What follows belongs to an exercise in optimizing a design on an open flow for small area, a short achievable clock period and few clock cycles per item; a production flow would make more cautious choices.
The RTL was checked by simulation tests, not by an equivalence proof against the original design.
Power figures rest on the tool's default switching activity, not on a simulated workload.

===== flow/config.mk =====
export PLATFORM = sky130hd
export DESIGN_NAME = data_mem_ctrl
export DESIGN_NICKNAME = data_mem_ctrl
export VERILOG_FILES = /design/flow/design.v
export SDC_FILE = /design/flow/constraint.sdc
export NUM_CORES = 4
export LEC_CHECK = 0
export CAP_MARGIN = 20
export CORE_MARGIN = 2
export CORE_UTILIZATION = 40
export PLACE_DENSITY = 0.6
export SLEW_MARGIN = 20

===== flow/constraint.sdc =====
create_clock -name core_clock -period 5.5 [get_ports {clk}]
set_input_delay 1.1000 -clock core_clock [delete_from_list [all_inputs] [get_ports {clk}]]
set_output_delay 1.1000 -clock core_clock [all_outputs]
set_load 0.01 [all_outputs]

===== flow/design.v =====
package data_mem_pkg;
    typedef enum logic [1:0] {
        SZ_BYTE = 2'b00,
        SZ_HALF = 2'b01,
        SZ_WORD = 2'b10,
        SZ_RSVD = 2'b11
    } size_t;
    typedef enum logic [1:0] {
        IDLE = 2'b00,
        WAIT = 2'b01,
        RESP = 2'b10
    } state_t;
    function automatic logic access_fault(logic [1:0] size, logic [31:0] addr, logic [31:0] depth);
        logic fault;
        fault = 1'b0;
        case (size)
            2'b00  : fault = 1'b0;
            2'b01  : fault = addr[0];
            2'b10  : fault = (addr[1:0] != 2'b00);
            default: fault = 1'b1;
        endcase
        if ({2'b00, addr[31:2]} >= depth) begin
            fault = 1'b1;
        end
        access_fault = fault;
    endfunction
    function automatic logic [3:0] byte_en(logic [1:0] size, logic [1:0] lane);
        logic [3:0] be;
        case (size)
            2'b00  : be = 4'b0001 << lane;
            2'b01  : be = lane[1] ? 4'b1100 : 4'b0011;
            2'b10  : be = 4'b1111;
            default: be = 4'b0000;
        endcase
        byte_en = be;
    endfunction
    function automatic logic [31:0] place_wdata(logic [1:0] size, logic [31:0] wdata);
        logic [31:0] placed;
        case (size)
            2'b00  : placed = {4{wdata[7:0]}};
            2'b01  : placed = {2{wdata[15:0]}};
            default: placed = wdata;
        endcase
        place_wdata = placed;
    endfunction
    function automatic logic [31:0] extract_rdata(logic [1:0] size, logic is_unsigned,
                                                  logic [1:0] lane, logic [31:0] word);
        logic [31:0] shifted;
        logic [31:0] result;
        shifted = word >> {lane, 3'b000};
        case (size)
            2'b00  : result = is_unsigned ? {24'h0, shifted[7:0]}
                                          : {{24{shifted[7]}}, shifted[7:0]};
            2'b01  : result = is_unsigned ? {16'h0, shifted[15:0]}
                                          : {{16{shifted[15]}}, shifted[15:0]};
            default: result = word;
        endcase
        extract_rdata = result;
    endfunction
endpackage
module data_mem_array #(
    parameter int DEPTH = 128,
    parameter int AW    = $clog2(DEPTH)
) (
    input  logic          clk,
    input  logic          wr_en,
    input  logic [3:0]    wr_be,
    input  logic [AW-1:0] wr_addr,
    input  logic [31:0]   wr_data,
    input  logic          rd_en,
    input  logic [AW-1:0] rd_addr,
    output logic [31:0]   rd_data
);
    for (genvar gi = 0; gi < 4; gi++) begin : g_lane
        logic [7:0] mem [DEPTH];
        logic [7:0] rd_byte_reg;
        always_ff @(posedge clk) begin
            if (wr_en && wr_be[gi]) begin
                mem[wr_addr] <= wr_data[gi*8 +: 8];
            end
            if (rd_en) begin
                rd_byte_reg <= mem[rd_addr];
            end
        end
        assign rd_data[gi*8 +: 8] = rd_byte_reg;
    end
endmodule
module data_mem_ctrl #(
    parameter int DEPTH       = 128,
    parameter int WAIT_CYCLES = 0
) (
    input  logic        clk,
    input  logic        rst_n,
    input  logic        req_valid,
    output logic        req_ready,
    input  logic        req_write,
    input  logic [1:0]  req_size,
    input  logic        req_unsigned,
    input  logic [31:0] req_addr,
    input  logic [31:0] req_wdata,
    output logic        resp_valid,
    output logic [31:0] resp_rdata,
    output logic        resp_err
);
    localparam int AW = $clog2(DEPTH);
    localparam logic [2:0] WAIT_LAST = (WAIT_CYCLES > 0) ? 3'(WAIT_CYCLES - 1) : 3'd0;
    data_mem_pkg::state_t      state_reg;
    logic [2:0]  wait_cnt_reg;
    logic        resp_valid_reg;
    logic        resp_err_reg;
    logic        write_reg;
    data_mem_pkg::size_t       size_reg;
    logic        unsigned_reg;
    logic [31:0] addr_reg;
    logic [31:0] wdata_reg;
    logic        cur_write;
    data_mem_pkg::size_t       cur_size;
    logic [31:0] cur_addr;
    logic [31:0] cur_wdata;
    logic        fault;
    logic        go_resp;
    logic        mem_wr_en;
    logic        mem_rd_en;
    logic [31:0] mem_rd_data;
    assign cur_write = (state_reg == data_mem_pkg::IDLE) ? req_write        : write_reg;
    assign cur_size  = (state_reg == data_mem_pkg::IDLE) ? data_mem_pkg::size_t'(req_size) : size_reg;
    assign cur_addr  = (state_reg == data_mem_pkg::IDLE) ? req_addr         : addr_reg;
    assign cur_wdata = (state_reg == data_mem_pkg::IDLE) ? req_wdata        : wdata_reg;
    assign fault = data_mem_pkg::access_fault(cur_size, cur_addr, DEPTH);
    assign go_resp = ((state_reg == data_mem_pkg::IDLE) && req_valid && (WAIT_CYCLES == 0)) ||
                     ((state_reg == data_mem_pkg::WAIT) && (wait_cnt_reg == WAIT_LAST));
    assign mem_wr_en = rst_n && go_resp &&  cur_write && !fault;
    assign mem_rd_en = rst_n && go_resp && !cur_write && !fault;
    data_mem_array #(
        .DEPTH (DEPTH)
    ) u_array (
        .clk     (clk),
        .wr_en   (mem_wr_en),
        .wr_be   (data_mem_pkg::byte_en(cur_size, cur_addr[1:0])),
        .wr_addr (cur_addr[AW+1:2]),
        .wr_data (data_mem_pkg::place_wdata(cur_size, cur_wdata)),
        .rd_en   (mem_rd_en),
        .rd_addr (cur_addr[AW+1:2]),
        .rd_data (mem_rd_data)
    );
    always_ff @(posedge clk or negedge rst_n) begin
        if (!rst_n) begin
            state_reg      <= data_mem_pkg::IDLE;
            wait_cnt_reg   <= 3'd0;
            resp_valid_reg <= 1'b0;
            resp_err_reg   <= 1'b0;
            write_reg      <= 1'b0;
            size_reg       <= data_mem_pkg::SZ_BYTE;
            unsigned_reg   <= 1'b0;
            addr_reg       <= 32'h0;
            wdata_reg      <= 32'h0;
        end else begin
            case (state_reg)
                data_mem_pkg::IDLE: begin
                    if (req_valid) begin
                        write_reg    <= req_write;
                        size_reg     <= data_mem_pkg::size_t'(req_size);
                        unsigned_reg <= req_unsigned;
                        addr_reg     <= req_addr;
                        wdata_reg    <= req_wdata;
                        wait_cnt_reg <= 3'd0;
                        if (WAIT_CYCLES == 0) begin
                            state_reg      <= data_mem_pkg::RESP;
                            resp_valid_reg <= 1'b1;
                            resp_err_reg   <= fault;
                        end else begin
                            state_reg <= data_mem_pkg::WAIT;
                        end
                    end
                end
                data_mem_pkg::WAIT: begin
                    if (wait_cnt_reg == WAIT_LAST) begin
                        state_reg      <= data_mem_pkg::RESP;
                        resp_valid_reg <= 1'b1;
                        resp_err_reg   <= fault;
                    end else begin
                        wait_cnt_reg <= wait_cnt_reg + 3'd1;
                    end
                end
                data_mem_pkg::RESP: begin
                    state_reg      <= data_mem_pkg::IDLE;
                    resp_valid_reg <= 1'b0;
                    resp_err_reg   <= 1'b0;
                end
                default: begin
                    state_reg      <= data_mem_pkg::IDLE;
                    resp_valid_reg <= 1'b0;
                    resp_err_reg   <= 1'b0;
                end
            endcase
        end
    end
    assign req_ready  = rst_n && (state_reg == data_mem_pkg::IDLE);
    assign resp_valid = resp_valid_reg;
    assign resp_err   = resp_err_reg;
    assign resp_rdata = (resp_valid_reg && !resp_err_reg && !write_reg)
                          ? data_mem_pkg::extract_rdata(size_reg, unsigned_reg, addr_reg[1:0], mem_rd_data)
                          : 32'h0;
endmodule

===== flow/run.sh =====
#!/bin/bash
# synth_recipe.tcl (not shown) runs the flow's synth.tcl, then flattens the netlist and writes it again
# the make line also repeats each setting of config.mk as NAME=value (left out here)
make -C /OpenROAD-flow-scripts/flow DESIGN_CONFIG=/design/flow/config.mk WORK_HOME=/design/flow/orfs CLKGATE_MAP_FILE= SYNTH_SCRIPT=/design/flow/synth_recipe.tcl finish

==> metrics.md <==
| Metric | Value |
|---|---|
| Port Buffers | 105 |
| GP Congestion | 0.9116 |
| P_int | 54.88 mW |
| Seq cells post-synth | 4198 |
| Synth top area share | 75.33% |
| Seq/Total Area, Yosys | 76.39% |
| Crit path arrival time | 4.19 ns |
| Status | timing/DRC/antenna clean |
| CP max stage cell | dfrtp_2 |
| Slew headroom | 17.68% |
| Switching Fraction | 23.90% |
| Crit-path max cell delay | 0.72 ns |
| Top-count cell post-synth | edfxtp_1 |
| RSZ-0062 raised after global routing | false |
| Max-Cap Viols | 0 |
| Register bank with the most flops | u_array.g_lane.mem |
| Antenna violations before repair | 65 |
| Final net count | around 11000 |
| Warnings from Yosys | 2 |
| Leakage power | between 60 and 70 nW |
| Share of cells above drive strength 1 | 15.09% |
| Number of flops mapped to enable cells by yosys | about 4100 |
| CP max FO | 23 |
| Post-Layout Inst Area | 0.1930 mm² |
| Crit Path Class | flop to output pin |
| Worst hold slack | roughly 0.48 ns |
| Ys flop type | edfxtp_1 |
| Vias in the first global route | 91970 |
| Slew Limit Fails | 0 |
| Final Hold Viols | 0 |
| Crit share post-route | 96.26% |
| Area growth, synth to finish | 17.27% |
| Syn Area/Cell | between 15 and 20 µm² |
| Routed WL | 504.9 mm |
| Fill cells | ~34000 |
| Sequential Power Share | between 50% and 60% |
| Crit-path cells | nor2b_1 > o2bb2ai_1 > nand2_1 > nor2_1 > o31ai_4 > a21oi_1 > clkdlybuf4s50_1 |
| DP Area | 0.1793 mm² |
| Initial DRT Pass Iterations | 12 |
| Synth unique cells | 48 |
| CTS root buffer | clkbuf_16 |
| Setup WS post-layout | 0.2057 ns |
| Chip width | 645.4 µm |
| Crit path capture type | output pin |
| Fin crit period | 5.294 ns |
| Combinational share of power | between 10% and 20% |
| Row count | 235 |
| Post-DRT Antenna Nets | 0 |
| Max VDD drop | 0.3007 mV |
| Num ports | 106 |
| Pre-CTS setup slack | 0.1309 ns |
| Achievable frequency | 188.9 MHz |
| Finished Layout Cells | 16460 |
| Area contributors post-synth | edfxtp_1, mux2i_1, o22ai_1, o21ai_0, nor2_1 |
| Commonest cells post-synth | edfxtp_1, mux2i_1, o22ai_1, nor2_1, o21ai_0 |
| Fin util | 47.12% |
| Starting Density | between 40% and 50% |
| Clock latency (worst-skew pair) | 1.02 ns |
| Vias per cell | 5.780 |
| DIE HEIGHT | ~650 µm |
| CTS max path bufs | 4 |
| Worst slew pin tran | 1.232 ns |
| Max reg flops | 4096 |
| Core ar. | 0.4096 mm² |
| CTS Sinks | about 4200 |
| Inserted Clock Buffers | 421 |
| Yosys top cell by area | edfxtp_1 |
| H-Tree Depth | 5 |
| Worst clock skew | between 0.04 and 0.05 ns |
| Setup bufs post-CTS | 0 |
| HP Class | flop to flop |
| PwrDens | ~370 mW/mm² |
| Synthesized area | 0.1646 mm² |
| Wire length per cell | 30.67 µm |
| Grt ovf | 0 |
| Synthesized netlist cell count | 9738 |
| Die ar. | 0.4165 mm² |
| Clk pin slew, worst setup/hold paths | roughly 0.060 ns |
| Psw | 17.23 mW |
| Clock share of power | between 30% and 40% |
| Placed Cells incl. Taps | roughly 16000 |
| CP startpoint kind | flop |
| Largest net degree at the start of global routing | 129 |
| Global-route wire length before repair | 699.3 mm |
| CTS tree | done |
| GR Util All Layers | 23.54% |
| DRC violations left | 0 |
| Dpl hpwl | 333.1 mm |
| Critical Path RT | around 4.4 ns |
| Final setup fails | 0 |
| Initial DRC Count | roughly 12000 |
| Ys async rst share | 1.667% |
| Mapped Nets | 9809 |
| DR vias | ~95000 |
## through the flow
stage               total power [mW]  TNS [ns]
floorplan                      41.28  -1163.80
global placement               44.23         0
detailed placement             44.39         0
CTS                            72.33         0
global route                   73.97         0
finish                         72.11         0
## cells by family (layout without fill, tap and decap cells)
logic type / Yosys count / in the layout / synth area share (%)
other: 0 / 33 / 0
and+or+nand+nor: 1005 / 1005 / 2.419
DFF: 4198 / 4198 / 76.39
muxes: 2087 / 2087 / 12.71
AOI/OAI and AO/OA: 1792 / 1792 / 6.628
buffers and inverters: 656 / 1897 / 1.854
## worst max-delay path, delay by kind of cell, from the launching register on
kind	cells	cell delay, ns
and+or+nand+nor	3	0.89
DFF	1	0.72
buffers and inverters	1	0.65
AOI/OAI and AO/OA	3	0.89
## area by class of cell
| cell class | count | area (µm²) | area share [%] |
|---|---|---|---|
| antenna | 33 | 82.58 | 0.04279 |
| clock buffer | 524 | 11160 | 5.785 |
| clock inverter | 251 | 2392 | 1.240 |
| inverter | 22 | 82.58 | 0.04279 |
| multi-input combinational | 4884 | 36360 | 18.84 |
| sequential | 4198 | 125700 | 65.15 |
| tap | 5451 | 6820 | 3.534 |
| timing repair buffer | 1100 | 10350 | 5.366 |
## path summary, 6_finish.rpt
path | start | to | slack (ns) | depth (start not counted)
worst max register to register | state_reg[1]$_DFFE_PN0P_ | u_array.g_lane[2].rd_byte_reg[4]$_DFFE_PP_ | 0.78 | 8
worst min-delay path | wdata_reg[10]$_DFFE_PN0P_ | wdata_reg[10]$_DFFE_PN0P_ | 0.48 | 2
worst min register to register | wdata_reg[10]$_DFFE_PN0P_ | wdata_reg[10]$_DFFE_PN0P_ | 0.48 | 2
worst max-delay path | addr_reg[0]$_DFFE_PN0P_ | resp_rdata[31] | 0.21 | 7
max in group asynchronous | rst_n | size_reg[1]$_DFFE_PN0P_ | 3.80 | 3
min in group asynchronous | rst_n | addr_reg[17]$_DFFE_PN0P_ | 0.49 | 2
## power by group through the flow
stage | Combinational (mW) | Sequential [mW] | Clock, mW
6_report | 7.38 | 36.4 | 28.3
5_1_grt | 7.70 | 36.4 | 29.8
4_1_cts | 7.30 | 36.4 | 28.6
3_5_place_dp | 7.29 | 37.1 | 0
3_3_place_gp | 7.13 | 37.1 | 0
2_1_floorplan | 4.06 | 37.2 | 0
## layout by cell type, fill, tap and decap left out, types with 5 or more instances in the layout
cell,count
a21oi_4,10
clkinvlp_4,14
edfxtp_1,4128
nor2b_1,5
bufinv_16,41
nand2_1,362
buf_4,849
diode_2,33
a22oi_1,9
nor2_2,8
o221a_2,7
o21ai_0,427
clkbuf_16,431
clkinv_1,105
mux2_4,8
a21oi_1,34
mux2i_1,2073
clkbuf_1,90
nor2_1,563
nor3_1,5
or4_1,33
nand2b_1,6
inv_1,21
o221ai_1,7
dfrtp_1,66
nor4_1,7
clkinv_2,71
buf_12,145
a41oi_1,128
clkdlybuf4s50_1,104
o21ai_1,106
inv_6,7
o22ai_1,1026
o21ai_4,17
## layer usage
layer  part of all wire (%)  track usage [%]  up-vias
met5                   0.12                0        -
met4                    5.0            11.07       38
met3                     10            6.232      959
met2                     45            35.97     4892
met1                     40            31.40    48720
li1                       -                -    40550
## timing repair
item	in CTS	in global routing
setup endpoints to repair	16	3
endpoints found under the hold margin	10	0
gates resized for setup	2	1
hold buffers	1	0
Testbench counts, summed over its fixed seeds: cycles 32,000, items 16,000.

[port drivers added, routing unchanged]
Ports are ideal in the flow. The routed layout listed here was re-timed in OpenROAD. Step 1 assumes that a clkbuf_16 drives the clock port and a buf_2 every other input. Step 2 moves the port delays by t, midway between the first and last clock arrival at a register: inputs arrive t later, outputs are due t later. That takes back most of the time a late clock gives input paths. Slacks: ideal ports / drivers / drivers and shift; pairs: ideal ports / drivers.
t (ns): 1.098
setup WS [ns]: 0.206 / 0.108 / 0.087
latest minus earliest clock arrival (ns): 0.045 / 0.046
pins driven straight from the clock port: 1
After both steps setup and hold are still met in this run. The setup slack of this run moves by -0.098 ns with the drivers and by -0.119 ns with both steps.
